What follows belongs to an exercise in optimizing a design on an open flow for small area, a short achievable clock period and few clock cycles per item; a production flow would make more cautious choices. Function was checked by simulation only, so behaviour that the tests miss may differ from the original.

Design yuv2rgb_top, start of the top module:
module yuv2rgb_top #(
	parameter int img_width = 320,
	parameter int img_height = 240
) (
	input logic CLOCK_50_I,
	input logic Resetn,
	input logic start,
	input logic [15:0] read_data,
	output logic [15:0] write_data,
	output logic [17:0] address,
	output logic write_en_n,
	output logic done
);
For scale: ~2300 cells after synthesis, about 440 flip-flops, about 55 I/O pins, roughly 25000 sq um of cells after synthesis.
==> flow/config.mk <==
export PLATFORM = sky130hd
export DESIGN_NAME = yuv2rgb_top
export DESIGN_NICKNAME = yuv2rgb_top
export VERILOG_FILES = /design/flow/design.v
export SDC_FILE = /design/flow/constraint.sdc
export NUM_CORES = 4
export LEC_CHECK = 0
export CAP_MARGIN = 20
export CORE_MARGIN = 2
export CORE_UTILIZATION = 40
export CTS_BUF_LIST = sky130_fd_sc_hd__clkbuf_8
export CTS_CLUSTER_SIZE = 30
export SLEW_MARGIN = 20
==> flow/constraint.sdc <==
create_clock -name core_clock -period 11.0 [get_ports {CLOCK_50_I}]
set_input_delay 2.2000 -clock core_clock [delete_from_list [all_inputs] [get_ports {CLOCK_50_I}]]
set_output_delay 2.2000 -clock core_clock [all_outputs]
set_load 0.01 [all_outputs]
run.sh (not shown) runs the stock make flow with config.mk's settings and CLKGATE_MAP_FILE= SYNTH_SCRIPT=/design/flow/synth_recipe.tcl, a recipe that flattens the netlist after the stock synthesis.
Testbench counts at the start, summed over its fixed seeds: cycles 1,152,168, frames 6.
==> next run, changes <==
CTS_BUF_LIST = sky130_fd_sc_hd__clkbuf_16   (was sky130_fd_sc_hd__clkbuf_8)
CTS_CLUSTER_DIAMETER = 120   (was not set)
CTS_CLUSTER_SIZE = 20   (was 30)
Flip-flop and latch count does not change. Utilization goes down by 1.3 points. Critical path depth is unchanged. Setup slack is better by 0.050 ns. Count of clock-buffer cells in the layout goes down by 67. Hold slack is better by 0.019 ns. Global-route usage goes down by 0.45 points. Routed wire length goes down by about 1.5%. Die area stays the same. Final area goes down by 2.7%.
==> next run, changes <==
CTS_BUF_LIST = not set   (was sky130_fd_sc_hd__clkbuf_16)
CTS_CLUSTER_DIAMETER = not set   (was 120)
CTS_CLUSTER_SIZE = not set   (was 20)
=> Global-route usage grows by 0.26 points; final area rose by 3.0%; critical path depth is unchanged; worst setup slack loses 0.010 ns.


yuv2rgb_top again, from the RTL that the note above started with.
==> flow/config.mk <==
export PLATFORM = sky130hd
export DESIGN_NAME = yuv2rgb_top
export DESIGN_NICKNAME = yuv2rgb_top
export VERILOG_FILES = /design/flow/design.v
export SDC_FILE = /design/flow/constraint.sdc
export NUM_CORES = 4
export LEC_CHECK = 0
export CAP_MARGIN = 20
export CORE_MARGIN = 2
export CORE_UTILIZATION = 40
export SLEW_MARGIN = 20
==> flow/constraint.sdc <==
create_clock -name core_clock -period 11.0 [get_ports {CLOCK_50_I}]
set_input_delay 2.2000 -clock core_clock [delete_from_list [all_inputs] [get_ports {CLOCK_50_I}]]
set_output_delay 2.2000 -clock core_clock [all_outputs]
set_load 0.01 [all_outputs]
standard.sh (not shown) runs the stock make flow with config.mk's settings and CLKGATE_MAP_FILE= SYNTH_SCRIPT=/design/flow/synth_recipe.tcl, a recipe that flattens the netlist after the stock synthesis.
==> flow/flow/run.sh <==
#!/bin/bash
# Standard layout, with the port buffers made from buf_2 cells instead of the
# default choice (a delay buffer), so the paths to the outputs are shorter.
set -e
export BUFFER_PORTS_ARGS="-buffer_cell sky130_fd_sc_hd__buf_2"
bash standard.sh > standard.log 2>&1
Testbench counts at the start, summed over its fixed seeds: cycles 1,152,168, frames 6.
Then changed:
==> flow/run.sh (new file) <==
#!/bin/bash
# synth_recipe.tcl (not shown) runs the flow's synth.tcl, then flattens the netlist and writes it again
# the make line also repeats each setting of config.mk as NAME=value (left out here)
make -C /OpenROAD-flow-scripts/flow DESIGN_CONFIG=/design/flow/config.mk WORK_HOME=/design/flow/orfs CLKGATE_MAP_FILE= SYNTH_SCRIPT=/design/flow/synth_recipe.tcl finish
CTS_BUF_LIST = sky130_fd_sc_hd__clkbuf_16   (was unset)
CTS_CLUSTER_DIAMETER = 100   (was unset)
CTS_CLUSTER_SIZE = 25   (was unset)
removed: flow/flow/run.sh
removed: flow/standard.sh
Effect: Design area shrinks by 2.3%. Die area is unchanged. Synthesized area is unchanged. Wire length drops by 2.1%.
Then changed:
CTS_BUF_LIST = sky130_fd_sc_hd__clkbuf_4 sky130_fd_sc_hd__clkbuf_8   (was sky130_fd_sc_hd__clkbuf_16)
CTS_CLUSTER_DIAMETER = unset   (was 100)
What happened:
- The new run went through all stages and came out clean
- non-clock buffer count is unchanged
- setup slack loses 0.051 ns
- maximum frequency falls by 1.4%
- sequential share of layout area falls by 1.2 points
- flip-flop and latch count is unchanged

afterwards: timing with drivers on the ports:
The results above use ideal ports. As a check the final layouts listed here were re-extracted and re-timed, cells and wires unchanged.
Step 1, drivers: a clkbuf_16 drives CLOCK_50_I and a buf_2 each remaining input, both assumed.
Step 2 moves the port delays by t, midway between the first and last clock arrival at a register: inputs arrive t later, outputs are due t later. That takes back most of the time a late clock gives input paths.
Three values: ideal, step 1, step 2; two values: the first two.
run	t, ns	setup WS [ns]	worst setup path at the end	latest minus earliest clock arrival (ns)	pins driven straight from the clock port
the first run of note 1	0.696	7.242 / 7.185 / 7.331	register to register	0.026 / 0.026	1
the second run of note 1	0.621	7.292 / 7.238 / 7.340	register to register	0.020 / 0.020	1
the third run of note 1	0.643	7.281 / 7.225 / 7.354	register to register	0.030 / 0.031	1
the first run of note 2	0.630	7.288 / 7.288 / 7.288	register to register	0.019 / 0.018	1
the second run of note 2	0.617	7.289 / 7.234 / 7.317	register to register	0.027 / 0.027	1
the third run of note 2	0.696	7.238 / 7.182 / 7.340	register to register	0.024 / 0.024	1
After both steps every run listed still meets setup and hold.
